This is an optimization exercise on Yosys and OpenROAD, whose aim is small area, a short achievable clock period and few clock cycles per item, not a production implementation. In this exercise RTL edits were held to simulation tests only and were not proved equivalent to the original. No activity file was given, so power comes from the tool's default toggle rates.

## flow/design.v (module list and top-level ports; edited modules follow where they fit)
// module cov_sq_acc: 320 lines
// module cov_mac: 373 lines
// module covariance_accumulator: 145 lines
module covariance_accumulator
#(
   parameter int DATA_W = 16,
   parameter int LOG2_N = 2
) (
   input  logic              clk,
   input  logic              rst,
   input  logic              start,
   input  logic              in_valid,
   output logic              in_ready,
   input  logic [DATA_W-1:0] x_in,
   input  logic [DATA_W-1:0] y_in,
   output logic              bram_ena,
   output logic              bram_wea,
   output logic [1:0]        bram_addra,
   output logic [31:0]       bram_dina,
   output logic              busy,
   output logic              done
);
  // ...
==> flow/run.sh <==
#!/bin/bash
# synth_recipe.tcl (not shown) runs the flow's synth.tcl, then flattens the netlist and writes it again
# the make line also repeats each setting of config.mk as NAME=value (left out here)
make -C /OpenROAD-flow-scripts/flow DESIGN_CONFIG=/design/flow/config.mk WORK_HOME=/design/flow/orfs CLKGATE_MAP_FILE= SYNTH_SCRIPT=/design/flow/synth_recipe.tcl finish
==> flow/config.mk <==
export PLATFORM = sky130hd
export DESIGN_NAME = covariance_accumulator
export DESIGN_NICKNAME = covariance_accumulator
export VERILOG_FILES = /design/flow/design.v
export SDC_FILE = /design/flow/constraint.sdc
export NUM_CORES = 4
export LEC_CHECK = 0
export CAP_MARGIN = 20
export CORE_MARGIN = 2
export CORE_UTILIZATION = 40
export SLEW_MARGIN = 20
==> flow/constraint.sdc <==
create_clock -name core_clock -period 8.5 [get_ports {clk}]
set_input_delay 1.7000 -clock core_clock [delete_from_list [all_inputs] [get_ports {clk}]]
set_output_delay 1.7000 -clock core_clock [all_outputs]
set_load 0.01 [all_outputs]
==> results.cfg, run 1 <==
[final_layout]
antenna_cells = 0
seq_cells = 291
reg_top3 = xy_c x34, xy_s x34
num-clock-buffers = 54
fin_area_sq_mm = 0.0282

[route]
totalWireLength_microns = 67600
ant_nets = 0
first_pass_iters = 5
initialDrtViolationCount = 1440
vias_per_cell = 5.14

[power_and_ir_drop]
seq_power_mw = 2.53
switchingPower_mw = 5.03

[timing]
fmax_ghz = 0.222
worst_slack_ps = 4000
finalMaxSlewViolations = 0

[synthesis]
yosys.area_share.xor_xnor_pct = 6.66
synth_compound_area_share_pct = 10.2
synthMuxAreaShare_pct = 0.200

[placement]
dpl.cell_count = 3458
portBuffers = 74
place_ws_ps = 4060
dp_hpwl_microns = 47900

[clock_network]
h-tree-depth = 2
cts-root-buf = clkbuf_16
clockBufferDepth = 3

[status]
status = no timing/DRC/antenna violations

[grt]
globalRouteOverflowTotal = 0

[setup_path]
r2r_start = ph_q[2]
cp_num_buf_inv = 2
endpoint = dina_q[29]
rr_worst_depth = 14

[floorplanning]
dieWidth_microns = 257

[min_path]
hold_depth = 1

[run]
cap_violations = 0
Testbench counts, summed over its fixed seeds: cycles 5,128, windows 512.
==> module covariance_accumulator, before the edit <==
module covariance_accumulator
#(
   parameter int DATA_W = 16,
   parameter int LOG2_N = 2
) (
   input  logic              clk,
   input  logic              rst,
   input  logic              start,
   input  logic              in_valid,
   output logic              in_ready,
   input  logic [DATA_W-1:0] x_in,
   input  logic [DATA_W-1:0] y_in,
   output logic              bram_ena,
   output logic              bram_wea,
   output logic [1:0]        bram_addra,
   output logic [31:0]       bram_dina,
   output logic              busy,
   output logic              done
);
   localparam int ACC_W = pca_pkg::ACC_W;
   localparam int SQ_W  = ACC_W - 1;      
   logic       rdy_q, busy_q, ena_q, done_q;
   logic [1:0] cnt_q;                     
   logic [2:0] ph_q;                      
   logic [1:0] addr_q;
   logic [15:0]     xq, yq;               
   logic [7:0]      one_q, two_q, neg_q;  
   logic            first_q;              
   logic [SQ_W-1:0] xx_s, xx_c, yy_s, yy_c;
   logic [ACC_W-1:0] xy_s, xy_c;
   logic [SQ_W-1:0] xx_s_d, xx_c_d, yy_s_d, yy_c_d;
   logic [ACC_W-1:0] xy_s_d, xy_c_d;
   logic [31:0]     dina_q;
   logic        accept;
   logic [15:0] xg, yg;
   logic [16:0] ye;
   logic [7:0]  one_d, two_d, neg_d;
   assign accept = in_valid & rdy_q;
   assign xg     = x_in & {16{accept}};
   assign yg     = y_in & {16{accept}};
   assign ye     = {yg, 1'b0};
   always_comb begin
      for (int k = 0; k < 8; k++) begin
         one_d[k] = ye[2*k+1] ^ ye[2*k];
         two_d[k] = (ye[2*k+2] & ~ye[2*k+1] & ~ye[2*k]) |
                    (~ye[2*k+2] & ye[2*k+1] & ye[2*k]);
         neg_d[k] = ye[2*k+2];
      end
   end
   always_ff @(posedge clk) begin
      xq      <= xg;
      yq      <= yg;
      one_q   <= one_d;
      two_q   <= two_d;
      neg_q   <= neg_d;
      first_q <= accept & (cnt_q == 2'd0);
   end
   cov_sq_acc u_xx (
      .x     (xq),
      .acc_s (xx_s & {SQ_W{~first_q}}),
      .acc_c (xx_c & {SQ_W{~first_q}}),
      .sum_s (xx_s_d),
      .sum_c (xx_c_d)
   );
   cov_mac u_xy (
      .x     (xq),
      .one   (one_q),
      .two   (two_q),
      .neg   (neg_q),
      .acc_s (xy_s & {ACC_W{~first_q}}),
      .acc_c (xy_c & {ACC_W{~first_q}}),
      .sum_s (xy_s_d),
      .sum_c (xy_c_d)
   );
   cov_sq_acc u_yy (
      .x     (yq),
      .acc_s (yy_s & {SQ_W{~first_q}}),
      .acc_c (yy_c & {SQ_W{~first_q}}),
      .sum_s (yy_s_d),
      .sum_c (yy_c_d)
   );
   logic [ACC_W-1:0] sel_s, sel_c, sel_sum;
   logic             sel_xy;
   always_comb begin
      unique case (ph_q)
         3'd2:    begin sel_s = {1'b0, xx_s}; sel_c = {1'b0, xx_c}; end
         3'd3:    begin sel_s = {1'b0, yy_s}; sel_c = {1'b0, yy_c}; end
         default: begin sel_s = xy_s;         sel_c = xy_c;         end
      endcase
      sel_xy  = (ph_q != 3'd2) && (ph_q != 3'd3);
      sel_sum = sel_s + sel_c;
      sel_sum[ACC_W-1] = sel_sum[ACC_W-1] & sel_xy;
   end
   always_ff @(posedge clk) begin
      xx_s   <= xx_s_d;
      xx_c   <= xx_c_d;
      xy_s   <= xy_s_d;
      xy_c   <= xy_c_d;
      yy_s   <= yy_s_d;
      yy_c   <= yy_c_d;
      dina_q <= sel_sum[ACC_W-1:2];
   end
   always_ff @(posedge clk or posedge rst) begin
      if (rst) begin
         rdy_q  <= 1'b0;
         busy_q <= 1'b0;
         ena_q  <= 1'b0;
         done_q <= 1'b0;
         cnt_q  <= 2'd0;
         ph_q   <= 3'd0;
         addr_q <= 2'd0;
      end else begin
         if (!busy_q && start) begin
            rdy_q  <= 1'b1;
            busy_q <= 1'b1;
         end
         if (accept) begin
            cnt_q <= cnt_q + 2'd1;
            if (cnt_q == 2'd3) begin
               rdy_q <= 1'b0;
               ph_q  <= 3'd1;
            end
         end
         if (ph_q != 3'd0) ph_q <= (ph_q == 3'd6) ? 3'd0 : ph_q + 3'd1;
         done_q <= (ph_q == 3'd5);
         if (ph_q == 3'd5) busy_q <= 1'b0;
         if (ph_q == 3'd2) ena_q <= 1'b1;
         if (ph_q == 3'd6) ena_q <= 1'b0;
         unique case (ph_q)
            3'd2:    addr_q <= 2'd0;
            3'd3:    addr_q <= 2'd3;
            3'd4:    addr_q <= 2'd1;
            3'd5:    addr_q <= 2'd2;
            default: addr_q <= addr_q;
         endcase
      end
   end
   assign in_ready   = rdy_q;
   assign busy       = busy_q;
   assign done       = done_q;
   assign bram_ena   = ena_q;
   assign bram_wea   = ena_q;
   assign bram_addra = addr_q;
   assign bram_dina  = dina_q;
endmodule
==> inputs of run 2 (changes only) <==
--- a/flow/design.v
+++ b/flow/design.v
@@ -729,6 +729,7 @@
    logic [SQ_W-1:0] xx_s_d, xx_c_d, yy_s_d, yy_c_d;
    logic [ACC_W-1:0] xy_s_d, xy_c_d;
    logic [31:0]     dina_q;
+   logic            sxx_q, syy_q;         
    logic        accept;
    logic [15:0] xg, yg;
    logic [16:0] ye;
@@ -780,12 +781,11 @@
    logic [ACC_W-1:0] sel_s, sel_c, sel_sum;
    logic             sel_xy;
    always_comb begin
-      unique case (ph_q)
-         3'd2:    begin sel_s = {1'b0, xx_s}; sel_c = {1'b0, xx_c}; end
-         3'd3:    begin sel_s = {1'b0, yy_s}; sel_c = {1'b0, yy_c}; end
-         default: begin sel_s = xy_s;         sel_c = xy_c;         end
-      endcase
-      sel_xy  = (ph_q != 3'd2) && (ph_q != 3'd3);
+      sel_xy  = ~sxx_q & ~syy_q;
+      sel_s   = ({1'b0, xx_s} & {ACC_W{sxx_q}}) | ({1'b0, yy_s} & {ACC_W{syy_q}}) |
+                (xy_s & {ACC_W{sel_xy}});
+      sel_c   = ({1'b0, xx_c} & {ACC_W{sxx_q}}) | ({1'b0, yy_c} & {ACC_W{syy_q}}) |
+                (xy_c & {ACC_W{sel_xy}});
       sel_sum = sel_s + sel_c;
       sel_sum[ACC_W-1] = sel_sum[ACC_W-1] & sel_xy;
    end
@@ -797,6 +797,8 @@
       yy_s   <= yy_s_d;
       yy_c   <= yy_c_d;
       dina_q <= sel_sum[ACC_W-1:2];
+      sxx_q  <= (ph_q == 3'd1);
+      syy_q  <= (ph_q == 3'd2);
    end
    always_ff @(posedge clk or posedge rst) begin
       if (rst) begin
==> run 2 against run 1 <==
Combinational power decreased by about 10%. Sequential share of layout area increased by 0.33 points. Setup slack improved by 490 ps. Still clean. First-iteration DRC count decreased by 32%. Clock skew increased by 11 ps. Sequential cell count increased by 2. Maximum frequency increased by 12%. Critical path type unchanged. Utilization decreased by 0.20 points. Via count decreased by 3.1%. Sequential power decreased by 2%. Critical endpoint is now dina_q[31]. Global-route usage decreased by 0.38 points. Register-to-register slack improved by 490 ps.
==> results.cfg, run 2 <==
[final_layout]
finalNetCount = 3171
antenna_cells = 0
fin_area_sq_mm = 0.0280
finish.utilization_pct = 44.4
syn_to_final_growth_pct = 10.2
drive_above_1_share_pct = 4.11
layout_common_cells = inv_1 (416), fa_1 (394), dfxtp_1 (277)
reg_top3 = xy_c x34, xy_s x34
final_common_cell = inv_1

[synthesis]
synth_top_area_share_pct = 31.1
syn_inst = 2658
syn_area_sq_mm = 0.0254
yosys_most_used_dff = dfxtp_1
synth.distinct_cells = 53
synth_fp_nets = 3199
synth.most_common_cell = inv_1
synth_compound_area_share_pct = 8.78
synth_warnings = 1
synth_edf_count = 0
synth-seq-area-share_pct = 23.3
avgSynthCellArea_sq_um = 9.55
synth_top_family_by_area = adder cells
synth-async-reset-ratio_pct = 3.75
synth_top_area_cell = fa_1
synth_common_cells = inv_1 (416), fa_1 (394), dfxtp_1 (282)
synth_area_leaders = fa_1 (31%), dfxtp_1 (22%), inv_1 (6.2%)
yosys.area_share.simple_pct = 15.7
yosys.area_share.xor_xnor_pct = 6.59
synthMuxAreaShare_pct = 0.246
synthAdderAreaFrac_pct = 36.5
ys_seq_elements = 293

[power_and_ir_drop]
swShare_pct = 45.8
seq_power_share_pct = 24.7
vdd_ir_drop_max_mv = 0.183
clockPowerShare_pct = 15.8
p_leak_nw = 12.4
power_frac_comb_pct = 59.6
total_power_mw = 10.0
p_int_mw = 5.43
switchingPower_mw = 4.59
powerDensity_mw_per_mm2 = 358

[run]
cap_violations = 0

[clock_network]
cts_sinks = 293
hold_buffers = 0
post_cts_buffers = 0
cts_tree = done
cts.clk_slew.worst_paths_ps = 60
clk_latency_ps = 570
h-tree-depth = 2
cts-root-buf = clkbuf_16
cts_resized = 0
clockBufferDepth = 3
numCtsBuffers = 36

[route]
drc = 0
totalWireLength_microns = 65200
vias_per_cell = 5.01
initialDrtViolationCount = 981
first_pass_iters = 5
ant_nets = 0
wire_per_inst_microns = 18.6
vias = 17500

[placement]
gp_congestion = 0.863
dp_hpwl_microns = 47400
placed_cell_area_sq_mm = 0.0268
place_ws_ps = 4480
portBuffers = 74

[grt]
antenna_found_initial = 1
grt_pass1_vias = 19100
grt_pass1_wl_microns = 107000
grt_max_degree = 84
globalRouteOverflowTotal = 0
grt_usage_pct = 20.5

[floorplanning]
dieWidth_microns = 256
start_util_pct = 40.3
fp-row-count = 92
io_pins = 75
die_area_sq_mm = 0.0655
die_y_microns = 256
coreArea_sq_mm = 0.0630

[timing]
slew_headroom_pct = 36.1
finalClockSkew_ps = 33.8
fmax_ghz = 0.249
fin_crit_ps = 4010
finalMaxSlewViolations = 0
setup-tns-final_ps = 0
finalSetupViolCount = 0
worst_pin_slew_ps = 957
worst_slack_ps = 4490
post-route-period-util_pct = 47.2
rsz0062_at_grt = false
hold_viol_final = 0

[min_path]
hold_path.class = reg -> reg

[setup_path]
cp.arrival_ps = 4440
crit_type = reg -> reg
critPathRequiredTime_ps = 8930
cp_max_fo = 70
path_cells = buf_4 > nor2_4 > buf_4 > nand2_1 > nand2_1 > ha_1 > a21oi_1 > a211oi_1 > or3_1 > a32oi_1 > nand3_1 > and3_1 > a311o_1
cpPeakStageDelay_ps = 570
critPathSlowestCell = buf_4
end_kind = register
worstSetupStartpointType = register

[status]
status = no timing/DRC/antenna violations
run 2: cell types whose count changed in the layout (fill, tap and decap cells not counted), moves of 7 or more:
cell	before	now
nand2_1	110	244
a21oi_1	105	30
nor2_1	118	56
inv_1	442	416
xnor2_1	141	128
xor2_1	54	63
nor2b_1	113	121
clkbuf_8	11	4
run 2: power groups by stage:
stage | Combinational [mW] | Clock [mW] | Sequential (mW)
finish | 5.97 | 1.58 | 2.47
global placement | 5.74 | 0 | 2.49
CTS | 6.03 | 1.62 | 2.46
global route | 6.95 | 1.67 | 2.53
floorplan | 4.36 | 0 | 2.31
detailed placement | 5.98 | 0 | 2.48
run 2: cells by family (layout without fill, tap and decap cells):
family          after synthesis  after routing
flops                       293            293
mux                           6              6
simple gates                759            759
fa+ha+maj                   505            505
xor+xnor                    191            191
compound gates              312            312
buf+inv                     592            589
run 2: final timing paths:
check / from / end / slack, ps / depth (start not counted)
min reg2reg: xx_c[0] / xx_s[0] / 470 / 1
min in group asynchronous: rst / busy_q / 1420 / 2
max reg2reg: syy_q / dina_q[31] / 4490 / 13
max: syy_q / dina_q[31] / 4490 / 13
min: xx_c[0] / xx_s[0] / 470 / 1
max in group asynchronous: rst / cnt_q[1] / 6790 / 2
run 2: layer usage:
layer	track usage, %	part of all wire, %	vias to the layer above
met5	0	0	-
met2	31.7	44	468
met4	6.11	2.6	0
met1	29.4	48	8838
met3	3.55	6.1	101
li1	-	-	8129
run 2: worst max-delay path: cells and delay by family, from the launching register on:
family	cells	cell delay, ps
simple gates	6	1190
fa+ha+maj	1	400
flops	1	310
compound gates	4	1040
buf+inv	2	910
run 2: metrics by stage:
step,hold WS (ps),cells
3_3_place_gp,447,3438
6_report,473,3501
2_1_floorplan,439,2658
5_1_grt,489,3501
4_1_cts,470,3501
3_5_place_dp,462,3438
run 2: area by class of cell:
cell class	instances	area (sq um)
multi-input combinational	1773	17200
inverter	417	1570
timing repair buffer	109	1000
fill	6001	35000
tap	846	1060
clock inverter	17	196
sequential	293	5930
clock buffer	46	1000
Testbench counts of run 2, summed over its fixed seeds: cycles 5,128, windows 512.
==> inputs of run 3 (changes only) <==
--- a/flow/config.mk
+++ b/flow/config.mk
@@ -8,4 +8,5 @@
 export CAP_MARGIN = 20
 export CORE_MARGIN = 2
 export CORE_UTILIZATION = 40
+export SETUP_SLACK_MARGIN = 4.8
 export SLEW_MARGIN = 20
==> run 3 against run 2 <==
Final area grew 0.47%. Largest cell class unchanged. Sequential share of layout area is essentially flat. Still clean. Via count grew 1.1%. Critical endpoint is now yy_c[17].
==> results.cfg, run 3 <==
[placement]
placed_cell_area_sq_mm = 0.0268
dpl.cell_count = 3437
portBuffers = 74
gp_congestion = 0.886
place_ws_ps = 4250
dp_hpwl_microns = 47600

[route]
wire_per_inst_microns = 18.8
vias = 17700
initialDrtViolationCount = 1041
vias_per_cell = 5.06
first_pass_iters = 5
ant_nets = 0
totalWireLength_microns = 65800
drc = 0

[status]
status = no timing/DRC/antenna violations

[setup_path]
r2r_start = yq[4]
critPathRequiredTime_ps = 8940
cp.arrival_ps = 4040
crit_type = reg -> reg
crit_start = yq[4]
r2r_slack_ps = 4900
end_kind = register
reg2reg_to = yy_c[17]
rr_worst_depth = 7
worstSetupStartpointType = register
cp_max_fo = 17

[timing]
hold_viol_final = 0
finalMaxSlewViolations = 0
setup-tns-final_ps = 0
fmax_ghz = 0.278
worst_slack_ps = 4900
rsz0062_at_grt = false
worst_pin_slew_ps = 893
finalSetupViolCount = 0
finalClockSkew_ps = 34.9
post-route-period-util_pct = 42.4
fin_crit_ps = 3600
slew_headroom_pct = 40.4

[synthesis]
ys_seq_elements = 293
synth_common_cells = inv_1 (416), fa_1 (394), dfxtp_1 (282)
synth_top_area_cell = fa_1
synth_top_area_share_pct = 31.1
synth.distinct_cells = 53
synth_warnings = 1
syn_area_sq_mm = 0.0254
synth-async-reset-ratio_pct = 3.75
syn_inst = 2658
avgSynthCellArea_sq_um = 9.55
synth_fp_nets = 3199
synth-seq-area-share_pct = 23.3
synth_edf_count = 0
synth_area_leaders = fa_1 (31%), dfxtp_1 (22%), inv_1 (6.2%)
synth.most_common_cell = inv_1
yosys_most_used_dff = dfxtp_1

[final_layout]
reg_top3 = xy_c x34, xy_s x34
layout_common_cells = inv_1 (416), fa_1 (394), dfxtp_1 (266)
drive_above_1_share_pct = 4.44
syn_to_final_growth_pct = 10.7
stdcell_count = 3503
fill_cells = 5992
fin_area_sq_mm = 0.0281
finalNetCount = 3171
final_common_cell = inv_1

[power_and_ir_drop]
powerDensity_mw_per_mm2 = 358
vdd_ir_drop_max_mv = 0.157
p_leak_nw = 12.4

[clock_network]
cts_sinks = 293
cts_tree = done
hold_buffers = 0
post_cts_buffers = 0
numCtsBuffers = 37
clockBufferDepth = 3
cts-root-buf = clkbuf_16
cts.clk_slew.worst_paths_ps = 60
h-tree-depth = 2
clk_latency_ps = 570

[floorplanning]
die_y_microns = 256
die_area_sq_mm = 0.0655
fp-row-count = 92
start_util_pct = 40.3
dieWidth_microns = 256
coreArea_sq_mm = 0.0630
io_pins = 75

[grt]
antenna_found_initial = 3
grt_pass1_wl_microns = 107000
grt_pass1_vias = 19300
grt_usage_pct = 20.6
grt_max_degree = 88
globalRouteOverflowTotal = 0

[min_path]
hold_path.startpoint = addr_q[0]
hold_path.class = reg -> reg
hold_depth = 2
min_to = addr_q[0]

[run]
cap_violations = 0
-- run 3: cell types whose count changed in the layout (fill, tap and decap cells not counted), sizes merged --
cell      previous run  this run
clkinv              11         7
clkbuf              46        53
bufinv               3         1
clkinvlp             1         3
buf                 35        34
diode                0         1
inv                419       418
-- run 3: cell type report --
cell class                 instances  area (sq um)  area share [%]
sequential                       293          5950            21.1
tap                              846          1060            3.77
clock inverter                    12           111           0.396
inverter                         417          1570            5.57
multi-input combinational       1773         17300            61.4
timing repair buffer             108          1100            3.92
clock buffer                      53          1070            3.80
antenna                            1          2.50         0.00890
-- run 3: report_power, final --
group	internal, mW	switching, mW
Sequential	2.05	0.441
Combinational	2.49	3.53
Clock	0.907	0.642
-- run 3: cells by family after synthesis --
| family | share of synthesized area [%] |
|---|---|
| AOI/OAI and AO/OA | 8.78 |
| adders and majority gates | 36.5 |
| muxes | 0.246 |
| and+or+nand+nor | 15.7 |
| buffers and inverters | 8.83 |
| xor gates and xnor gates | 6.59 |
| DFF | 23.3 |
-- run 3: worst max-delay path by stage --
stage / end / slack (ps) / cells after the start
3_5_place_dp: xy_c[19] / 4250 / 8
2_1_floorplan: xy_c[18] / 4860 / 10
6_report: yy_c[17] / 4900 / 7
5_1_grt: xy_c[16] / 4810 / 9
3_3_place_gp: xy_c[18] / 4350 / 9
4_1_cts: xy_c[16] / 4810 / 8
-- run 3: critical path, cell delays in order (launching register included) --
cell,delay (ps)
dfxtp_1,820
nand2_1,180
fa_1,640
fa_1,450
fa_1,400
fa_1,520
inv_1,50
fa_1,420
-- run 3: layer usage --
| metal | track usage, % | part of all wire [%] |
|---|---|---|
| met1 | 29.8 | 47 |
| met2 | 32.0 | 44 |
| met3 | 3.29 | 6.5 |
| met4 | 5.82 | 2.4 |
| met5 | 0 | 0.012 |
-- run 3: timing repair --
action / 4_1_cts / 5_1_grt
setup endpoints to repair: 48 / 31
endpoints found under the hold margin: 0 / 0
resized for setup: 13 / 33
-- run 3: through the flow --
| stage | hold slack, ps | power [mW] | util (%) |
|---|---|---|---|
| floorplan | 439 | 6.67 | - |
| global placement | 447 | 8.22 | 42.5 |
| detailed placement | 463 | 8.47 | 42.5 |
| CTS | 472 | 10.1 | 44.5 |
| global route | 485 | 11.1 | 44.6 |
| finish | 478 | 10.1 | 44.7 |
==> inputs of run 4 (changes only) <==
--- a/flow/config.mk
+++ b/flow/config.mk
@@ -8,5 +8,5 @@
 export CAP_MARGIN = 20
 export CORE_MARGIN = 2
 export CORE_UTILIZATION = 40
-export SETUP_SLACK_MARGIN = 4.8
+export SETUP_SLACK_MARGIN = 5
 export SLEW_MARGIN = 20
==> run 4 against run 3 <==
Still clean. Combinational power rose by 2%. Utilization rose by 0.94 points. Synthesized cell count did not move. Sequential share of layout area fell by 0.27 points. Sequential cell count did not move. Clock power barely moved. Total power rose by 1.4%. First-iteration DRC count rose by 5.3%. Final cell count rose by 0.43%. Setup slack improved by 150 ps. Critical path depth rose by 2.
==> results.cfg, run 4 <==
[clock_network]
cts-root-buf = clkbuf_16
clk_latency_ps = 550
numCtsBuffers = 37
cts_sinks = 293
cts.clk_slew.worst_paths_ps = 60
h-tree-depth = 2
clockBufferDepth = 3
cts_tree = done
hold_buffers = 0

[timing]
finalMaxSlewViolations = 0
setup-tns-final_ps = 0
finalClockSkew_ps = 23.9
post-route-period-util_pct = 40.6
slew_headroom_pct = 48.1
fin_crit_ps = 3450
rsz0062_at_grt = true
finalSetupViolCount = 0
hold_viol_final = 0
fmax_ghz = 0.290
worst_pin_slew_ps = 777

[route]
wire_per_inst_microns = 19.4
first_pass_iters = 5
totalWireLength_microns = 68100
ant_nets = 0
vias_per_cell = 5.10
vias = 17900
drc = 0
initialDrtViolationCount = 1096

[setup_path]
critPathTopFamily = adder cells
critPathRequiredTime_ps = 8910
cp.arrival_ps = 3860
path_cells = buf_12 > inv_4 > xnor2_2 > fa_1 > fa_1 > fa_2 > fa_1 > inv_1 > fa_1
cp_max_fo = 15
end_kind = register
critPathSlowestCell = fa_1
crit_type = reg -> reg
cpPeakStageDelay_ps = 550
cpMostUsedCell = fa_1
cp_num_buf_inv = 3
worstSetupStartpointType = register

[floorplanning]
die_y_microns = 256
io_pins = 75
start_util_pct = 40.3
fp-row-count = 92
coreArea_sq_mm = 0.0630
dieWidth_microns = 256
die_area_sq_mm = 0.0655

[synthesis]
avgSynthCellArea_sq_um = 9.55
synth_top_area_cell = fa_1
synth_fp_nets = 3199
ys_seq_elements = 293
synth_edf_count = 0
synth_common_cells = inv_1 (416), fa_1 (394), dfxtp_1 (282)
synth_warnings = 1
synth_area_leaders = fa_1 (31%), dfxtp_1 (22%), inv_1 (6.2%)
syn_inst = 2658
synth_top_area_share_pct = 31.1
yosys_most_used_dff = dfxtp_1
synth.most_common_cell = inv_1
syn_area_sq_mm = 0.0254
synth-seq-area-share_pct = 23.3
synth.distinct_cells = 53
synth-async-reset-ratio_pct = 3.75

[placement]
gp_congestion = 0.902
dpl.cell_count = 3440
dp_hpwl_microns = 47600
portBuffers = 74

[power_and_ir_drop]
vdd_ir_drop_max_mv = 0.161
total_power_mw = 10.2
powerDensity_mw_per_mm2 = 356
p_leak_nw = 12.6

[final_layout]
final_common_cell = inv_1
finalNetCount = 3189
layout_common_cells = inv_1 (416), fa_1 (388), dfxtp_1 (255)
reg_top3 = xy_c x34, xy_s x34
antenna_cells = 0
finish.utilization_pct = 45.6
stdcell_count = 3518
syn_to_final_growth_pct = 13.1
regArea_sq_mm = 0.00599
multiInputGateArea_sq_mm = 0.0174
fill_cells = 5889
drive_above_1_share_pct = 6.36

[run]
cap_violations = 0

[grt]
grt_usage_pct = 20.4
grt_max_degree = 85
globalRouteOverflowTotal = 0
grt_pass1_vias = 19000
grt_pass1_wl_microns = 106000
antenna_found_initial = 0

[status]
status = no timing/DRC/antenna violations

[min_path]
hold_path.class = reg -> reg
## run 4: cell counts after synthesis
No cell type changed its count.
## run 4: worst paths after layout
check / from / end / slack [ps] / cells after the start
setup reg to reg: neg_q[4] / xy_c[17] / 5050 / 9
setup / recovery: neg_q[4] / xy_c[17] / 5050 / 9
hold reg to reg: xx_c[0] / xx_s[0] / 470 / 1
hold / removal: xx_c[0] / xx_s[0] / 470 / 1
max in group asynchronous: rst / ph_q[2] / 6760 / 2
min in group asynchronous: rst / busy_q / 1440 / 2
## run 4: layer usage
metal	routed length, microns	up-vias	track usage, %
met5	0	-	0
met4	1480	0	5.67
met3	5200	86	4.09
met2	30500	580	31.5
met1	30900	9078	29.2
li1	-	8197	-
## run 4: what timing repair did
| item | CTS | global route |
|---|---|---|
| endpoints found under the setup margin | 74 | 41 |
| gates cloned | 0 | 10 |
| resized for setup | 48 | 81 |
| pin swaps | 0 | 10 |
| buffers inserted | 1 | 4 |
## run 4: cells by family (layout without fill, tap and decap cells)
logic type	after synthesis	after routing	synth area share (%)
and+or+nand+nor	759	759	15.7
buffers and inverters	592	606	8.83
adders and majority gates	505	505	36.5
AOI/OAI and AO/OA	312	312	8.78
DFF	293	293	23.3
xor gates and xnor gates	191	191	6.59
muxes	6	6	0.246
## run 4: where the power goes
| part | internal, mW | switching, mW | total, mW |
|---|---|---|---|
| Sequential | 2.06 | 0.455 | 2.51 |
| Clock | 0.902 | 0.631 | 1.53 |
| Combinational | 2.58 | 3.59 | 6.16 |
## run 4: layout make-up
type	instances	area share [%]
multi-input combinational	1773	60.5
tap	846	3.69
clock buffer	51	3.69
timing repair buffer	126	5.43
clock inverter	12	0.366
inverter	417	5.46
sequential	293	20.9
## run 4: metrics by stage
step / setup WS [ps] / instance area [sq um] / hold WS (ps)
after floorplan: 4980 / 25400 / 439
after global placement: 4360 / 26800 / 452
after detailed placement: 4290 / 26800 / 463
after CTS: 4960 / 28100 / 472
after global routing: 4970 / 28700 / 483
final: 5050 / 28700 / 471
==> inputs of run 5 (changes only) <==
--- a/flow/config.mk
+++ b/flow/config.mk
@@ -7,6 +7,6 @@
 export LEC_CHECK = 0
 export CAP_MARGIN = 20
 export CORE_MARGIN = 2
-export CORE_UTILIZATION = 40
+export CORE_UTILIZATION = 60
 export SETUP_SLACK_MARGIN = 5
 export SLEW_MARGIN = 20
==> run 5 against run 4 <==
Still clean on timing, DRC and antenna. Register-to-register slack is essentially flat. Sequential share of layout area grew 0.30 points. Total power grew 1.1%. Routed wire length grew 0.91%. Combinational power is essentially flat. Clock-buffer cell count grew 2. Critical endpoint is now dina_q[31].
==> results.cfg, run 5 <==
[synthesis]
synth_edf_count = 0
synth_warnings = 1
synthAdderAreaFrac_pct = 36.5
synth_area_leaders = fa_1 (31%), dfxtp_1 (22%), inv_1 (6.2%)
syn_area_sq_mm = 0.0254
synth-seq-area-share_pct = 23.3
synth_top_area_share_pct = 31.1
synth_top_area_cell = fa_1
synth_compound_area_share_pct = 8.78
synthMuxAreaShare_pct = 0.246
yosys.area_share.xor_xnor_pct = 6.59
synth-async-reset-ratio_pct = 3.75
yosys.area_share.simple_pct = 15.7
ys_seq_elements = 293
synth.most_common_cell = inv_1
synth_top_family_by_area = adder cells
synth.distinct_cells = 53
yosys_most_used_dff = dfxtp_1
syn_inst = 2658
synth_fp_nets = 3199
avgSynthCellArea_sq_um = 9.55
synth_common_cells = inv_1 (416), fa_1 (394), dfxtp_1 (282)

[final_layout]
antenna_cells = 0
syn_to_final_growth_pct = 11.7
finish.utilization_pct = 67.8
regArea_sq_mm = 0.00601
stdcell_count = 3211
reg_top3 = xy_c x34, xy_s x34
fill_cells = 3352
layout_common_cells = inv_1 (416), fa_1 (386), dfxtp_1 (252)
drive_above_1_share_pct = 6.44
finalNetCount = 3191
final_common_cell = inv_1
multiInputGateArea_sq_mm = 0.0174

[route]
drc = 0
wire_per_inst_microns = 21.4
first_pass_iters = 6
initialDrtViolationCount = 1827
totalWireLength_microns = 68700
vias = 18400
ant_nets = 0
vias_per_cell = 5.72

[grt]
grt_pass1_wl_microns = 107000
grt_usage_pct = 31.7
globalRouteOverflowTotal = 0
grt_max_degree = 102
antenna_found_initial = 1
grt_pass1_vias = 19100

[placement]
dp_hpwl_microns = 46900
portBuffers = 74
dpl.cell_count = 3131
gp_congestion = 0.882

[setup_path]
critPathSlowestCell = a221oi_2
crit_type = reg -> reg
cpPeakStageDelay_ps = 600
cp_max_fo = 28
worstSetupStartpointType = register
critPathRequiredTime_ps = 8940
cp.arrival_ps = 3870
critPathTopFamily = compound AO/OA/AOI/OAI gates
path_cells = nor2_4 > buf_12 > nand2_1 > nand2_1 > ha_1 > a21oi_1 > o21ai_0 > a221oi_2 > or3_1 > nand3_1 > and3_1 > a311o_1
cpMostUsedCell = nand2_1
cp_num_buf_inv = 1
end_kind = register

[clock_network]
numCtsBuffers = 36
cts.clk_slew.worst_paths_ps = 60
cts_tree = done
cts-root-buf = clkbuf_16
clk_latency_ps = 560
clockBufferDepth = 3
cts_sinks = 293
h-tree-depth = 2

[timing]
hold_viol_final = 0
fin_crit_ps = 3440
finalClockSkew_ps = 16.4
rsz0062_at_grt = true
post-route-period-util_pct = 40.5
finalSetupViolCount = 0
slew_headroom_pct = 44.6
setup-tns-final_ps = 0
finalMaxSlewViolations = 0
worst_pin_slew_ps = 830
fmax_ghz = 0.291

[floorplanning]
start_util_pct = 60.7
die_y_microns = 210
fp-row-count = 75
dieWidth_microns = 210
io_pins = 75
die_area_sq_mm = 0.0440
coreArea_sq_mm = 0.0419

[power_and_ir_drop]
p_leak_nw = 12.6
powerDensity_mw_per_mm2 = 364
vdd_ir_drop_max_mv = 0.233

[run]
cap_violations = 0

[status]
status = no timing/DRC/antenna violations

[min_path]
hold_path.class = reg -> reg
run 5: changes by cell type in the layout (fill, tap and decap cells not counted), sizes merged:
cell      change
clkinvlp      +1
buf           +2
clkbuf        +3
clkinv        -6
inv           -2
bufinv        +2
run 5: repair_timing:
item / in CTS / in global routing
buffers inserted: 2 / 8
cloned: 0 / 10
resized for setup: 56 / 81
pin swaps: 1 / 5
endpoints found under the setup margin: 69 / 47
hold buffers: 0 / 0
run 5: logic make-up (layout without fill, tap and decap cells):
family	Yosys count	after routing
AOI/OAI and AO/OA	312	312
DFF	293	293
buffers and inverters	592	606
and+or+nand+nor	759	759
adders and majority gates	505	505
muxes	6	6
xor gates and xnor gates	191	191
run 5: metal layers:
layer  wire (microns)  global-route usage [%]  vias to the layer above
li1                 -                       -                     8176
met1            31400                    46.9                     9308
met2            29100                    46.6                      772
met3             6730                    8.20                       97
met4             1460                    8.31                        0
met5                0                       0                        -
run 5: path summary, 6_finish.rpt:
kind                               from          to  slack, ps  cells past startpoint
worst max register to register    syy_q  dina_q[31]       5060                     12
worst min register to register  xx_c[0]     xx_s[0]        480                      1
min in group asynchronous           rst       rdy_q       1440                      2
worst min-delay path            xx_c[0]     xx_s[0]        480                      1
worst max-delay path              syy_q  dina_q[31]       5060                     12
max in group asynchronous           rst     ph_q[1]       6770                      2
run 5: final cells by class:
type	count	share of cell area, %
Clock buffer	53	3.72
Clock inverter	7	0.397
Timing Repair Buffer	129	5.60
Tap cell	539	2.38
Sequential cell	293	21.2
Inverter	417	5.53
Multi-Input combinational cell	1773	61.2
run 5: through the flow:
| step | total power, mW | worst slack, ps | hold WS (ps) | instance area [sq um] |
|---|---|---|---|---|
| floorplan | 6.67 | 4980 | 439 | 25400 |
| global placement | 8.24 | 4380 | 451 | 26400 |
| detailed placement | 8.51 | 4300 | 466 | 26400 |
| CTS | 10.2 | 4980 | 477 | 27800 |
| global route | 11.4 | 4960 | 486 | 28400 |
| finish | 10.3 | 5060 | 478 | 28400 |
run 5: worst reg2reg max path, cell delays in order (launching register included):
cell      delay (ps)
dfxtp_4          440
nor2_4           280
buf_12           230
nand2_1          110
nand2_1           70
ha_1             270
a21oi_1          170
o21ai_0          200
a221oi_2         600
or3_1            290
nand3_1          180
and3_1           220
a311o_1          270
run 5: power breakdown:
| group | internal [mW] | switching [mW] |
|---|---|---|
| sequential | 2.06 | 0.501 |
| clock | 0.946 | 0.622 |
| combinational | 2.59 | 3.60 |
| total | 5.59 | 4.73 |
==> inputs of run 6 (changes only) <==
--- a/flow/config.mk
+++ b/flow/config.mk
@@ -7,6 +7,7 @@
 export LEC_CHECK = 0
 export CAP_MARGIN = 20
 export CORE_MARGIN = 2
-export CORE_UTILIZATION = 60
+export CORE_UTILIZATION = 40
+export CTS_BUF_LIST = sky130_fd_sc_hd__clkbuf_4 sky130_fd_sc_hd__clkbuf_8
 export SETUP_SLACK_MARGIN = 5
 export SLEW_MARGIN = 20
==> run 6 against run 5 <==
Still clean. Clock skew rose by 23 ps. Utilization fell by 22 points. Die area rose by 49%. Non-clock buffer count rose by 2. Register-to-register slack barely moved. Final cell count rose by 11%. Sequential cell count did not move. First-iteration DRC count fell by 45%. Synthesized area did not move. Global-route usage fell by 11 points. Critical path type unchanged. Critical endpoint is now xy_c[19].
==> results.cfg, run 6 <==
[status]
status = no timing/DRC/antenna violations

[synthesis]
syn_area_sq_mm = 0.0254
synth_common_cells = inv_1 (416), fa_1 (394), dfxtp_1 (282)
avgSynthCellArea_sq_um = 9.55
yosys_most_used_dff = dfxtp_1
synth_fp_nets = 3199
syn_inst = 2658
ys_seq_elements = 293
synth_edf_count = 0
synth.distinct_cells = 53
synth_top_area_share_pct = 31.1
synth.most_common_cell = inv_1
synth_top_area_cell = fa_1
synth_warnings = 1
synth_area_leaders = fa_1 (31%), dfxtp_1 (22%), inv_1 (6.2%)
synth-seq-area-share_pct = 23.3
synth-async-reset-ratio_pct = 3.75

[setup_path]
critPathSlowestCell = fa_1
cpPeakStageDelay_ps = 550
critPathRequiredTime_ps = 9010
end_kind = register
cp.arrival_ps = 3940
cp_max_fo = 16
cpMostUsedCell = fa_1
critPathTopFamily = adder cells
crit_type = reg -> reg
rr_worst_depth = 10
r2r_slack_ps = 5080
worstSetupStartpointType = register
r2r_start = xq[14]
reg2reg_to = xy_c[19]
critical_path_depth = 10
cp_num_buf_inv = 3
path_cells = buf_12 > a22oi_2 > xnor2_2 > fa_1 > inv_1 > fa_1 > fa_1 > fa_1 > inv_1 > fa_1

[timing]
hold_viol_final = 0
holdWs_ps = 475
finalMaxSlewViolations = 0
rsz0062_at_grt = true
fin_crit_ps = 3420
setup-tns-final_ps = 0
slew_headroom_pct = 43.6
worst_pin_slew_ps = 844
finalClockSkew_ps = 39.9
finalSetupViolCount = 0
fmax_ghz = 0.292
post-route-period-util_pct = 40.3

[floorplanning]
start_util_pct = 40.3
die_y_microns = 256
die_area_sq_mm = 0.0655
dieWidth_microns = 256
io_pins = 75
fp-row-count = 92
coreArea_sq_mm = 0.0630

[power_and_ir_drop]
p_leak_nw = 12.7
powerDensity_mw_per_mm2 = 354
vdd_ir_drop_max_mv = 0.159

[route]
ant_nets = 0
wire_per_inst_microns = 19.3
vias = 17900
drc = 0
initialDrtViolationCount = 1009
totalWireLength_microns = 68500
first_pass_iters = 6
vias_per_cell = 5.04

[min_path]
hold_path.class = reg -> reg
hold_path.startpoint = xx_c[0]
min_to = xx_s[0]
hold_depth = 1

[clock_network]
cts-root-buf = clkbuf_8
h-tree-depth = 2
numCtsBuffers = 53
cts.clk_slew.worst_paths_ps = 60
clockBufferDepth = 3
hold_buffers = 0
cts_tree = done
clk_latency_ps = 670
cts_sinks = 293

[final_layout]
drive_above_1_share_pct = 7.90
stdcell_count = 3556
final_common_cell = inv_1
fill_cells = 5894
reg_top3 = xy_c x34, xy_s x34
layout_common_cells = inv_1 (416), fa_1 (389), dfxtp_1 (253)
syn_to_final_growth_pct = 13.6
fin_area_sq_mm = 0.0288
finalNetCount = 3210
finish.utilization_pct = 45.8

[grt]
grt_max_degree = 85
grt_pass1_wl_microns = 107000
globalRouteOverflowTotal = 0
antenna_found_initial = 1
grt_pass1_vias = 19100
grt_usage_pct = 20.7

[placement]
placed_cell_area_sq_mm = 0.0268
dp_hpwl_microns = 47600
portBuffers = 74
dpl.cell_count = 3440
gp_congestion = 0.902

[run]
cap_violations = 0
## run 6: cells by family (layout without fill, tap and decap cells)
family	Yosys count	in the layout	share of synthesized area [%]
adders and majority gates	505	505	36.5
DFF	293	293	23.3
and+or+nand+nor	759	759	15.7
other	0	1	0
buffers and inverters	592	643	8.83
xor gates and xnor gates	191	191	6.59
muxes	6	6	0.246
AOI/OAI and AO/OA	312	312	8.78
## run 6: worst register-to-register path: cells and delay by family, from the launching register on
family,cells,cell delay (ps)
AO/OA/AOI/OAI,1,230
buffers and inverters,3,260
XOR/XNOR,1,110
adder cells (fa/ha/maj),5,2350
flip-flops,1,370
## run 6: timing repair
| action | CTS | global route |
|---|---|---|
| setup buffers | 5 | 4 |
| gates resized for setup | 49 | 92 |
| endpoints found under the setup margin | 75 | 47 |
| pin swaps | 0 | 10 |
| gates cloned | 1 | 10 |
## run 6: power breakdown
group,leakage (nW),internal [mW],switching (mW)
clock,0.637,0.863,0.646
sequential,2.50,2.06,0.454
combinational,9.59,2.59,3.59
## run 6: metal layers
metal  vias up  part of all wire (%)  global-route usage, %  wire length [microns]
met5         -                     0                      0                      0
met4         0                   2.4                   6.32                   1670
met3       106                   7.8                   4.55                   5360
met2       562                    44                   31.5                  30500
met1      9007                    45                   29.4                  31100
li1       8245                     -                      -                      -
## run 6: cell type report
type | count | area [sq um] | share of cell area (%)
Clock inverter | 13 | 143 | 0.495
Tap cell | 846 | 1060 | 3.67
Clock buffer | 82 | 1070 | 3.70
Inverter | 417 | 1570 | 5.44
Sequential cell | 293 | 6000 | 20.8
Multi-Input combinational cell | 1773 | 17400 | 60.2
Timing Repair Buffer | 131 | 1660 | 5.74
Antenna cell | 1 | 2.50 | 0.00868
## run 6: per-stage QoR
step | setup WS [ps] | power [mW]
3_5_place_dp | 4290 | 8.44
2_1_floorplan | 4980 | 6.67
6_report | 5080 | 10.2
4_1_cts | 5000 | 10.1
3_3_place_gp | 4360 | 8.23
5_1_grt | 4920 | 11.3
## run 6: worst max path at each step
stage / startpoint / to / slack, ps
CTS: xq[9] / xy_c[17] / 5000
global placement: xq[15] / xy_c[18] / 4360
floorplan: one_q[1] / xy_c[18] / 4980
global route: xq[14] / xy_c[19] / 4920
detailed placement: xq[15] / xy_c[17] / 4290
finish: xq[14] / xy_c[19] / 5080
==> inputs of run 7 (changes only) <==
==> flow/flow/run.sh (new file) <==
#!/bin/bash
set -euo pipefail
bash standard.sh SETUP_SLACK_MARGIN=6.0 finish > flow_make.log 2>&1
==> flow/standard.sh (new file) <==
#!/bin/bash
# synth_recipe.tcl (not shown) runs the flow's synth.tcl, then flattens the netlist and writes it again
# the make line also repeats each setting of config.mk as NAME=value (left out here)
make -C /OpenROAD-flow-scripts/flow DESIGN_CONFIG=/design/flow/config.mk WORK_HOME=/design/flow/orfs CLKGATE_MAP_FILE= SYNTH_SCRIPT=/design/flow/synth_recipe.tcl "${@:-finish}"
--- a/flow/config.mk
+++ b/flow/config.mk
@@ -8,6 +8,5 @@
 export CAP_MARGIN = 20
 export CORE_MARGIN = 2
 export CORE_UTILIZATION = 40
-export CTS_BUF_LIST = sky130_fd_sc_hd__clkbuf_4 sky130_fd_sc_hd__clkbuf_8
 export SETUP_SLACK_MARGIN = 5
 export SLEW_MARGIN = 20
removed: flow/run.sh
==> run 7 against run 6 <==
Still clean on timing, DRC and antenna. Critical path type unchanged. Clock skew fell by 8.1 ps. Highest routed layer is now met5. Clock-buffer cell count fell by 35. Critical endpoint is now xy_c[15]. Largest cell class unchanged. Sequential power rose by 2%. Synthesized area did not move. Combinational power rose by 42%. Maximum frequency rose by 0.93%.
==> results.cfg, run 7 <==
[route]
first_pass_iters = 6
vias_per_cell = 5.26
totalWireLength_microns = 85800
initialDrtViolationCount = 1710
ant_nets = 0
vias = 20000
drc = 0
wire_per_inst_microns = 22.5

[grt]
antenna_found_initial = 5
grt_max_degree = 49
use_met3_pct = 4.99
grtUsageMet1_pct = 35.6
grt_busiest_layer = met2
grt_pass1_vias = 21200
grt_use_met2_pct = 41.1
grt_pass1_wl_microns = 130000
globalRouteOverflowTotal = 0
grt_usage_pct = 26.1

[synthesis]
yosys.area_share.simple_pct = 15.7
synth.most_common_cell = inv_1
synth-async-reset-ratio_pct = 3.75
synth_area_leaders = fa_1 (31%), dfxtp_1 (22%), inv_1 (6.2%)
synth_compound_area_share_pct = 8.78
synth_common_cells = inv_1 (416), fa_1 (394), dfxtp_1 (282)
yosys.area_share.xor_xnor_pct = 6.59
synth-seq-area-share_pct = 23.3
synth_top_area_cell = fa_1
synth_fp_nets = 3199
synth_top_area_share_pct = 31.1
syn_inst = 2658
synthAdderAreaFrac_pct = 36.5
synth.distinct_cells = 53
avgSynthCellArea_sq_um = 9.55
synth_warnings = 1
synthMuxAreaShare_pct = 0.246
syn_area_sq_mm = 0.0254
synth_top_family_by_area = adder cells
yosys_most_used_dff = dfxtp_1
synth_edf_count = 0
ys_seq_elements = 293

[floorplanning]
coreArea_sq_mm = 0.0630
die_y_microns = 256
die_area_sq_mm = 0.0655
io_pins = 75
start_util_pct = 40.3
dieWidth_microns = 256
fp-row-count = 92

[timing]
setup-tns-final_ps = 0
finalMaxSlewViolations = 0
slew_headroom_pct = 64.8
worst_pin_slew_ps = 528
holdWs_ps = 464
hold_viol_final = 0
finalSetupViolCount = 0
fmax_ghz = 0.295
fin_crit_ps = 3390
post-route-period-util_pct = 39.9
rsz0062_at_grt = true
finalClockSkew_ps = 31.8

[clock_network]
hold_buffers = 0
clockBufferDepth = 3
cts_tree = done
numCtsBuffers = 36
cts-root-buf = clkbuf_16
cts.clk_slew.worst_paths_ps = 60
cts_sinks = 293
clk_latency_ps = 570
h-tree-depth = 2

[final_layout]
finish.utilization_pct = 55.9
final_common_cell = inv_1
reg_top3 = xy_c x34, xy_s x34
stdcell_count = 3814
layout_common_cells = inv_1 (287), fa_2 (230), dfxtp_1 (214)
syn_to_final_growth_pct = 38.5
fill_cells = 5147
regArea_sq_mm = 0.00610
finalNetCount = 3481
multiInputGateArea_sq_mm = 0.0200
drive_above_1_share_pct = 42.3

[setup_path]
cp.arrival_ps = 3840
cp_max_fo = 8
end_kind = register
critPathRequiredTime_ps = 8950
r2r_slack_ps = 5110
worstSetupStartpointType = register
crit_type = reg -> reg

[power_and_ir_drop]
vdd_ir_drop_max_mv = 0.176
powerDensity_mw_per_mm2 = 368
total_power_mw = 12.9
p_leak_nw = 14.9

[placement]
gp_congestion = 0.844
portBuffers = 74
dp_hpwl_microns = 50400
dpl.cell_count = 3436

[min_path]
hold_path.class = reg -> reg

[status]
status = no timing/DRC/antenna violations

[run]
cap_violations = 0
==> run 7: worst paths after layout <==
check	from	endpoint	cells after the start
worst max-delay path	xq[11]	xy_c[15]	9
worst max register to register	xq[11]	xy_c[15]	9
min in group asynchronous	rst	busy_q	2
max in group asynchronous	rst	ph_q[0]	2
worst min register to register	xx_c[0]	xx_s[0]	1
worst min-delay path	xx_c[0]	xx_s[0]	1
==> run 7: logic make-up after synthesis <==
| kind of cell | Yosys count |
|---|---|
| multiplexers | 6 |
| buffers and inverters | 592 |
| flip-flops | 293 |
| AND/OR/NAND/NOR | 759 |
| AO/OA/AOI/OAI | 312 |
| adder cells (fa/ha/maj) | 505 |
| XOR/XNOR | 191 |
==> run 7: layout make-up <==
| class | count | share of cell area [%] |
|---|---|---|
| clock buffer | 47 | 2.91 |
| inverter | 417 | 4.46 |
| sequential | 293 | 17.3 |
| multi-input combinational | 1773 | 56.8 |
| tap | 846 | 3.01 |
| clock inverter | 16 | 0.527 |
| antenna | 3 | 0.0213 |
| timing repair buffer | 419 | 14.9 |
==> run 7: routing by layer <==
| layer | up-vias | wire, microns |
|---|---|---|
| li1 | 8792 | - |
| met1 | 10200 | 35900 |
| met2 | 839 | 39200 |
| met3 | 192 | 7370 |
| met4 | 2 | 3300 |
| met5 | - | 17 |
==> run 7: power by group <==
part / leakage (nW) / total, mW / internal (mW) / switching (mW)
clock: 0.589 / 1.60 / 0.946 / 0.658
sequential: 2.51 / 2.57 / 2.07 / 0.498
combinational: 11.8 / 8.76 / 4.13 / 4.63
total: 14.9 / 12.9 / 7.15 / 5.79
==> run 7: worst max-delay path, stage by stage (launching register included) <==
cell,delay [ps]
dfxtp_4,350
buf_12,140
a22oi_2,190
xor2_1,290
fa_1,490
fa_2,380
fa_2,540
fa_1,400
inv_1,80
fa_2,420
==> run 7: metrics by stage <==
stage | setup slack [ps] | area [sq um]
CTS | 5180 | 33600
finish | 5110 | 35200
global placement | 4700 | 27600
detailed placement | 4640 | 27600
global route | 5020 | 35200
floorplan | 5230 | 27200
==> run 7: timing repair <==
item	4_1_cts	5_1_grt
buffers inserted	206	69
cloned	35	2
setup endpoints to repair	241	214
pin swaps	219	187
hold endpoints to repair	0	0
resized for setup	803	260
==> inputs of run 8 (changes only) <==
==> flow/run.sh (new file) <==
#!/bin/bash
# synth_recipe.tcl (not shown) runs the flow's synth.tcl, then flattens the netlist and writes it again
# the make line also repeats each setting of config.mk as NAME=value (left out here)
make -C /OpenROAD-flow-scripts/flow DESIGN_CONFIG=/design/flow/config.mk WORK_HOME=/design/flow/orfs CLKGATE_MAP_FILE= SYNTH_SCRIPT=/design/flow/synth_recipe.tcl finish
--- a/flow/config.mk
+++ b/flow/config.mk
@@ -8,5 +8,7 @@
 export CAP_MARGIN = 20
 export CORE_MARGIN = 2
 export CORE_UTILIZATION = 40
+export CTS_CLUSTER_DIAMETER = 50
+export CTS_CLUSTER_SIZE = 20
 export SETUP_SLACK_MARGIN = 5
 export SLEW_MARGIN = 20
removed: flow/flow/run.sh
removed: flow/standard.sh
==> run 8 against run 7 <==
Combinational power is about 30% lower. Largest power group unchanged. Routed wire length is 21% lower. Non-clock buffer count is 295 lower. Register-to-register slack worse by 30 ps. Synthesized cell count stayed put. Still clean. Hold slack better by 7.7 ps.
==> results.cfg, run 8 <==
[synthesis]
synth_warnings = 1
avgSynthCellArea_sq_um = 9.55
synth-seq-area-share_pct = 23.3
synth_area_leaders = fa_1 (31%), dfxtp_1 (22%), inv_1 (6.2%)
ys_seq_elements = 293
synth_top_area_cell = fa_1
synth_edf_count = 0
syn_inst = 2658
synth_top_area_share_pct = 31.1
synth_fp_nets = 3199
syn_area_sq_mm = 0.0254
synth.distinct_cells = 53
synth_common_cells = inv_1 (416), fa_1 (394), dfxtp_1 (282)
synth.most_common_cell = inv_1
yosys_most_used_dff = dfxtp_1
synth-async-reset-ratio_pct = 3.75

[final_layout]
finalNetCount = 3186
drive_above_1_share_pct = 6.58
antenna_cells = 0
final_common_cell = inv_1
stdcell_count = 3519
layout_common_cells = inv_1 (416), fa_1 (389), dfxtp_1 (256)
syn_to_final_growth_pct = 13.3
reg_top3 = xy_c x34, xy_s x34

[placement]
dp_hpwl_microns = 47600
gp_congestion = 0.902
dpl.cell_count = 3440
place_ws_ps = 4290
portBuffers = 74

[route]
initialDrtViolationCount = 1108
totalWireLength_microns = 67400
drc = 0
wire_per_inst_microns = 19.2
first_pass_iters = 5
ant_nets = 0
vias_per_cell = 5.07
vias = 17900

[setup_path]
cp.arrival_ps = 3870
cp_max_fo = 15
r2r_slack_ps = 5080
worstSetupStartpointType = register
crit_type = reg -> reg
rr_worst_depth = 9
critPathRequiredTime_ps = 8950
end_kind = register

[clock_network]
cts-root-buf = clkbuf_16
cts_sinks = 293
clockBufferDepth = 3
numCtsBuffers = 36
clk_latency_ps = 570
cts_tree = done
hold_buffers = 0
h-tree-depth = 2
cts.clk_slew.worst_paths_ps = 70

[grt]
antenna_found_initial = 0
globalRouteOverflowTotal = 0
grt_usage_pct = 20.4
grt_pass1_wl_microns = 106000
grt_pass1_vias = 19000
grt_max_degree = 85

[floorplanning]
coreArea_sq_mm = 0.0630
fp-row-count = 92
start_util_pct = 40.3
die_y_microns = 256
die_area_sq_mm = 0.0655
io_pins = 75
dieWidth_microns = 256

[power_and_ir_drop]
p_leak_nw = 12.6
power_frac_comb_pct = 60.0
swShare_pct = 46.1
vdd_ir_drop_max_mv = 0.146
switchingPower_mw = 4.74
p_int_mw = 5.53
seq_power_share_pct = 24.4
total_power_mw = 10.3
powerDensity_mw_per_mm2 = 357
clockPowerShare_pct = 15.6

[min_path]
hold_path.class = reg -> reg
hold_depth = 1

[timing]
finalMaxSlewViolations = 0
worst_pin_slew_ps = 784
post-route-period-util_pct = 40.3
hold_viol_final = 0
fin_crit_ps = 3420
setup-tns-final_ps = 0
fmax_ghz = 0.292
rsz0062_at_grt = true
holdWs_ps = 472
finalSetupViolCount = 0
finalClockSkew_ps = 31.2
worst_slack_ps = 5080
slew_headroom_pct = 47.7

[run]
cap_violations = 0

[status]
status = no timing/DRC/antenna violations
-- run 8: cell counts after synthesis --
Identical to the previous run, type by type.
-- run 8: per-stage QoR --
| step | utilization [%] | area, sq um |
|---|---|---|
| 6_report | 45.7 | 28800 |
| 5_1_grt | 45.7 | 28800 |
| 4_1_cts | 44.8 | 28200 |
| 3_5_place_dp | 42.6 | 26800 |
| 3_3_place_gp | 42.6 | 26800 |
| 2_1_floorplan | - | 25400 |
-- run 8: timing repair --
| action | in CTS | in global routing |
|---|---|---|
| gates cloned | 0 | 8 |
| pin swaps | 0 | 7 |
| buffers inserted | 1 | 4 |
| resized for setup | 46 | 85 |
| setup endpoints to repair | 75 | 45 |
-- run 8: critical path, cell delays in order (launching register included) --
cell	delay, ps
dfxtp_4	420
buf_12	200
inv_4	130
xnor2_2	170
fa_1	540
fa_1	450
fa_2	370
fa_1	510
inv_1	50
fa_1	410
-- run 8: logic make-up after synthesis --
kind of cell | Yosys count | share of synthesized area, %
AND/OR/NAND/NOR | 759 | 15.7
buffers and inverters | 592 | 8.83
adder cells (fa/ha/maj) | 505 | 36.5
AO/OA/AOI/OAI | 312 | 8.78
flip-flops | 293 | 23.3
XOR/XNOR | 191 | 6.59
multiplexers | 6 | 0.246
-- run 8: final timing paths --
| check | to | from |
|---|---|---|
| worst max-delay path | xy_c[17] | neg_q[4] |
| worst min-delay path | xx_s[0] | xx_c[0] |
| worst max register to register | xy_c[17] | neg_q[4] |
| worst min register to register | xx_s[0] | xx_c[0] |
| max in group asynchronous | cnt_q[0] | rst |
| min in group asynchronous | ena_q | rst |
-- run 8: layout make-up --
cell class | instances | area, sq um
repair buffers | 124 | 1530
clock inverters | 27 | 310
inverters | 417 | 1570
multi-input cells | 1773 | 17400
flip-flops and latches | 293 | 5980
clock buffers | 39 | 932
well taps | 846 | 1060
fillers | 5869 | 34200
-- run 8: power by group through the flow --
| stage | sequential [mW] | combinational, mW | clock, mW |
|---|---|---|---|
| final | 2.51 | 6.15 | 1.60 |
| after global routing | 2.56 | 7.10 | 1.70 |
| after CTS | 2.47 | 6.05 | 1.64 |
| after detailed placement | 2.49 | 5.95 | 0 |
| after global placement | 2.49 | 5.74 | 0 |
| after floorplan | 2.31 | 4.36 | 0 |
-- run 8: layer usage --
metal | vias up | share of wire (%) | wire, microns | track usage (%)
met5 | - | 0 | 0 | 0
met4 | 0 | 2.1 | 1400 | 5.72
met3 | 94 | 7.7 | 5200 | 4.28
met2 | 552 | 45 | 30200 | 31.4
met1 | 9014 | 45 | 30600 | 29.0
li1 | 8190 | - | - | -
==> inputs of run 9 (changes only) <==
==> flow/flow/run.sh (new file) <==
#!/bin/bash
# The standard layout, except that Yosys's generic synth step skips its quick
# ABC pass (synth -noabc), so the design's own adder trees reach the full
# adder extraction as written. Everything else, including the final ABC
# mapping, the registers and the rest of the flow, is the standard one.
set -euo pipefail
sed '1s/.*/proc synth {args} { yosys synth -nofsm -noshare -noabc {*}$args }/' \
   synth_recipe.tcl > synth_noabc.tcl
grep -q -- '-noabc' synth_noabc.tcl
bash standard.sh SYNTH_SCRIPT="$PWD/synth_noabc.tcl" finish > flow_make.log 2>&1
==> flow/standard.sh (new file) <==
#!/bin/bash
# synth_recipe.tcl (not shown) runs the flow's synth.tcl, then flattens the netlist and writes it again
# the make line also repeats each setting of config.mk as NAME=value (left out here)
make -C /OpenROAD-flow-scripts/flow DESIGN_CONFIG=/design/flow/config.mk WORK_HOME=/design/flow/orfs CLKGATE_MAP_FILE= SYNTH_SCRIPT=/design/flow/synth_recipe.tcl "${@:-finish}"
--- a/flow/config.mk
+++ b/flow/config.mk
@@ -8,7 +8,5 @@
 export CAP_MARGIN = 20
 export CORE_MARGIN = 2
 export CORE_UTILIZATION = 40
-export CTS_CLUSTER_DIAMETER = 50
-export CTS_CLUSTER_SIZE = 20
 export SETUP_SLACK_MARGIN = 5
 export SLEW_MARGIN = 20
removed: flow/run.sh
==> run 9 against run 8 <==
Register-to-register slack lost 30 ps. Critical path type unchanged. Hold slack gained 1.7 ps. Maximum frequency down 0.75%. Critical path depth stayed put. Via count decreased by 3.0%. Final cell count is 9.3% lower. Still clean. Sequential cell count did not move. Final area is 1.3% lower. Utilization rose by 1.4 points. Highest routed layer unchanged. Synthesized cell count is 13% lower. Global-route usage increased by 2.4 points.
==> results.cfg, run 9 <==
[floorplanning]
die_y_microns = 251
die_area_sq_mm = 0.0630
start_util_pct = 40.4
coreArea_sq_mm = 0.0604
dieWidth_microns = 251
io_pins = 75
fp-row-count = 90

[power_and_ir_drop]
powerDensity_mw_per_mm2 = 413
p_leak_nw = 12.8
vdd_ir_drop_max_mv = 0.187

[final_layout]
finalNetCount = 2945
syn_to_final_growth_pct = 16.4
finish.utilization_pct = 47.0
final_common_cell = fa_1
reg_top3 = xy_c x34, xy_s x34
layout_common_cells = fa_1 (402), dfxtp_1 (243), and2_1 (226)
drive_above_1_share_pct = 10.0

[synthesis]
syn_area_sq_mm = 0.0244
synth.distinct_cells = 57
synth-seq-area-share_pct = 24.3
avgSynthCellArea_sq_um = 10.5
synth_common_cells = fa_1 (412), dfxtp_1 (282), and2_1 (227)
synth_fp_nets = 2883
synth-async-reset-ratio_pct = 3.75
synth_top_area_share_pct = 33.8
ys_seq_elements = 293
synth.most_common_cell = fa_1
synth_area_leaders = fa_1 (34%), dfxtp_1 (23%), and2_1 (5.8%)
synth_warnings = 1
synth_top_area_cell = fa_1
synth_edf_count = 0
syn_inst = 2323
yosys_most_used_dff = dfxtp_1

[route]
drc = 0
vias_per_cell = 5.42
dr_wl_met3_microns = 8920
first_pass_iters = 5
routed.top_layer = met4
totalWireLength_microns = 73400
vias = 17300
m1WireLength_microns = 31900
dr_wl_met2_microns = 31100
initialDrtViolationCount = 1463
ant_nets = 0
wire_per_inst_microns = 23.0

[grt]
antenna_found_initial = 3
grt_usage_pct = 22.9
grt_pass1_wl_microns = 110000
grt_max_degree = 85
grt_pass1_vias = 18400
globalRouteOverflowTotal = 0

[setup_path]
critPathRequiredTime_ps = 8920
crit_type = reg -> reg
cp_max_fo = 7
worstSetupStartpointType = register
cp.arrival_ps = 3870
end_kind = register

[clock_network]
hold_buffers = 0
cts_sinks = 293
clockBufferDepth = 3
h-tree-depth = 2
cts-root-buf = clkbuf_16
clk_latency_ps = 570
cts_tree = done
numCtsBuffers = 38
cts.clk_slew.worst_paths_ps = 50

[min_path]
hold_path.class = reg -> reg

[placement]
gp_congestion = 0.898
dp_hpwl_microns = 49200
place_ws_ps = 4190
portBuffers = 74

[timing]
hold_viol_final = 0
fin_crit_ps = 3450
post-route-period-util_pct = 40.6
rsz0062_at_grt = true
worst_slack_ps = 5050
finalMaxSlewViolations = 0
worst_pin_slew_ps = 938
setup-tns-final_ps = 0
finalSetupViolCount = 0
finalClockSkew_ps = 32.9
slew_headroom_pct = 37.4
holdWs_ps = 473
fmax_ghz = 0.290

[status]
status = no timing/DRC/antenna violations

[run]
cap_violations = 0
==> run 9: critical path, cell delays in order, from the launching register on <==
cell and delay (ps):
dfxtp_4 380, buf_12 150, buf_4 130, a22oi_1 190
xnor2_1 160, ha_1 280, fa_1 450, fa_1 520
fa_1 560, fa_1 490
==> run 9: per-layer routing <==
metal	GRT usage, %	vias up
met4	5.51	0
met3	8.48	111
met2	33.8	778
met1	31.7	8823
met5	0	-
li1	-	7596
==> run 9: worst paths after layout <==
kind | to | slack (ps) | cells after the start | start
hold reg to reg | xx_s[0] | 470 | 1 | xx_c[0]
setup reg to reg | xy_c[13] | 5050 | 9 | one_q[0]
min in group asynchronous | cnt_q[1] | 1430 | 2 | rst
setup / recovery | xy_c[13] | 5050 | 9 | one_q[0]
hold / removal | xx_s[0] | 470 | 1 | xx_c[0]
max in group asynchronous | busy_q | 6750 | 2 | rst
==> run 9: kinds of logic after synthesis <==
kind of cell	synth area share, %
xor gates and xnor gates	6.28
DFF	24.3
buffers and inverters	4.44
muxes	0.0872
AOI/OAI and AO/OA	8.99
and+or+nand+nor	16.4
adders and majority gates	39.6
==> run 9: stage by stage <==
| stage | total power, mW | instance area [sq um] | std cells |
|---|---|---|---|
| 3_3_place_gp | 9.47 | 25700 | 3043 |
| 2_1_floorplan | 7.55 | 24400 | 2323 |
| 6_report | 11.7 | 28400 | 3193 |
| 5_1_grt | 12.9 | 28400 | 3192 |
| 4_1_cts | 11.5 | 27400 | 3116 |
| 3_5_place_dp | 9.70 | 25700 | 3043 |
==> run 9: what timing repair did <==
item / CTS / global route
setup endpoints to repair: 80 / 52
cloned: 4 / 12
pin swaps: 3 / 21
buffers inserted: 4 / 64
gates resized for setup: 91 / 59
==> run 9: area by class of cell <==
type,instances,area [sq um]
flip-flops and latches,293,6050
diodes,1,2.50
repair buffers,187,2140
clock inverters,14,216
multi-input cells,1745,17500
fillers,5547,32000
clock buffers,51,1060
inverters,120,450
well taps,782,978
==> run 9: power breakdown <==
part | leakage, nW | internal, mW | total (mW) | switching (mW)
combinational | 9.64 | 3.21 | 7.29 | 4.08
clock | 0.625 | 1.02 | 1.68 | 0.651
sequential | 2.50 | 2.16 | 2.75 | 0.592
==> inputs of run 10 (changes only) <==
==> flow/flow/run.sh (replaced) <==
#!/bin/bash
# The standard layout, except that synthesis leaves the adder trees to ABC
# instead of mapping them onto full-adder cells (ADDER_MAP_FILE empty), and
# timing repair aims at a tighter period than the design's clock. The clock,
# constraints, registers and the rest of the flow are the standard ones.
set -euo pipefail
bash standard.sh ADDER_MAP_FILE= SETUP_SLACK_MARGIN=5.5 finish > flow_make.log 2>&1
==> run 10 against run 9 <==
Largest power group unchanged. Hold slack worse by 8.0 ps. Synthesized cell count is 48% higher. Synthesized area is 11% higher. Routed wire length is 20% higher. Still clean. Clock power is 11% higher. Critical endpoint is now dina_q[25]. Total power is 18% higher. First-iteration DRC count is 36% higher. Largest cell class unchanged. Via count is 39% higher.
==> results.cfg, run 10 <==
[setup_path]
cpPeakStageDelay_ps = 360
path_cells = buf_12 > nor2_4 > buf_6 > buf_12 > a21oi_4 > maj3_2 > a2111oi_4 > o21ai_2 > and2_4 > o211ai_4 > a21oi_4 > buf_4 > o21ai_4 > a21oi_2 > xor2_1
reg2reg_to = dina_q[25]
critPathTopFamily = compound AO/OA/AOI/OAI gates
end_kind = register
crit_type = reg -> reg
cp_max_fo = 5
critPathRequiredTime_ps = 8960
r2r_start = syy_q
critical_path_depth = 15
critPathSlowestCell = dfxtp_4
crit_start = syy_q
worstSetupStartpointType = register
r2r_slack_ps = 5450
cp_num_buf_inv = 4

[run]
cap_violations = 0

[synthesis]
synth_top_area_cell = xnor2_1
synth_area_leaders = xnor2_1 (25%), dfxtp_1 (21%), maj3_1 (9.0%)
synth.most_common_cell = xnor2_1
synth-seq-area-share_pct = 21.8
synth_top_area_share_pct = 25.1
syn_area_sq_mm = 0.0272
synth_fp_nets = 3482
synth-async-reset-ratio_pct = 3.75
synth_edf_count = 0
synth_common_cells = xnor2_1 (778), nand2_1 (503), dfxtp_1 (282)
syn_inst = 3446
synth_warnings = 1

[status]
status = no timing/DRC/antenna violations

[route]
vias_per_cell = 5.46
drc = 0
totalWireLength_microns = 88200
first_pass_iters = 6
wire_per_inst_microns = 20.1
vias = 24000

[clock_network]
numCtsBuffers = 41
cts-root-buf = clkbuf_16
cts_tree = done
cts_sinks = 293
clockBufferDepth = 3

[power_and_ir_drop]
powerDensity_mw_per_mm2 = 434
total_power_mw = 13.8
vdd_ir_drop_max_mv = 0.185

[floorplanning]
coreArea_sq_mm = 0.0673
io_pins = 75
start_util_pct = 40.4
die_area_sq_mm = 0.0700
fp-row-count = 95
die_y_microns = 265

[placement]
portBuffers = 74
gp_congestion = 0.859
placed_cell_area_sq_mm = 0.0284

[timing]
finalClockSkew_ps = 20.7
holdWs_ps = 465
finalMaxSlewViolations = 0
rsz0062_at_grt = true
setup-tns-final_ps = 0
hold_viol_final = 0
worst_pin_slew_ps = 697
fmax_ghz = 0.328
slew_headroom_pct = 53.5

[grt]
globalRouteOverflowTotal = 0
antenna_found_initial = 0
grt_pass1_vias = 22800
grt_max_degree = 49
grt_pass1_wl_microns = 131000

[final_layout]
final_common_cell = xnor2_1
layout_common_cells = xnor2_1 (759), nand2_1 (503), dfxtp_1 (241)
reg_top3 = xy_c x34, xy_s x34
finalNetCount = 3527

[min_path]
hold_path.class = reg -> reg
[run 10: changes by cell type in the layout (fill, tap and decap cells not counted), moves of 175 or more]
cell     delta
fa_1      -402
and2_1    -207
nand2_1   +324
xor2_1    +219
xnor2_1   +603
nor2_1    +175
maj3_1    +239
[run 10: worst min-delay path by stage]
stage | start | to | slack (ps) | depth (start not counted)
floorplan | yy_c[0] | yy_s[0] | 440 | 1
global placement | xx_c[0] | xx_s[0] | 450 | 1
detailed placement | yy_c[0] | yy_s[0] | 460 | 1
CTS | xx_c[0] | xx_s[0] | 460 | 1
global route | xx_c[0] | xx_s[0] | 490 | 1
finish | yy_c[0] | yy_s[0] | 470 | 1
[run 10: cells by family after synthesis]
group | share of synthesized area, %
adder cells (fa/ha/maj) | 9.32
XOR/XNOR | 33.3
buffers and inverters | 4.47
flip-flops | 21.8
AO/OA/AOI/OAI | 15.0
AND/OR/NAND/NOR | 16.0
multiplexers | 0.152
[run 10: final cells by class]
cell class	instances	area, sq um
clock buffer	47	1090
clock inverter	27	349
fill	6612	35400
inverter	60	246
multi-input combinational	2886	20500
sequential	293	6040
tap	873	1090
timing repair buffer	209	2540
[run 10: through the flow]
step           util, %  std cells  setup slack (ps)
3_5_place_dp      42.1       4227              4400
3_3_place_gp      42.1       4227              4480
5_1_grt           47.3       4395              5350
2_1_floorplan        -       3446              5760
4_1_cts           45.7       4343              5460
6_report          47.3       4395              5450
[run 10: report_power, final]
group	switching [mW]	internal, mW	leakage (nW)
clock network	0.722	1.14	0.707
registers	0.721	2.08	2.50
logic	4.83	4.32	7.91
[run 10: timing repair]
action / 4_1_cts / 5_1_grt
hold buffers: 0 / 0
setup endpoints to repair: 152 / 62
buffers inserted: 33 / 40
pin swaps: 24 / 30
resized for setup: 158 / 125
gates cloned: 9 / 12
[run 10: per-layer routing]
metal  wire length (microns)  GRT usage, %  up-vias  part of all wire (%)
met3                    6510          3.10      150                   7.4
met1                   39800          33.1    11400                    45
met2                   39500          38.2      874                    45
met5                       0             0        -                     0
li1                        -             -    11600                     -
met4                    2380          6.43        0                   2.7
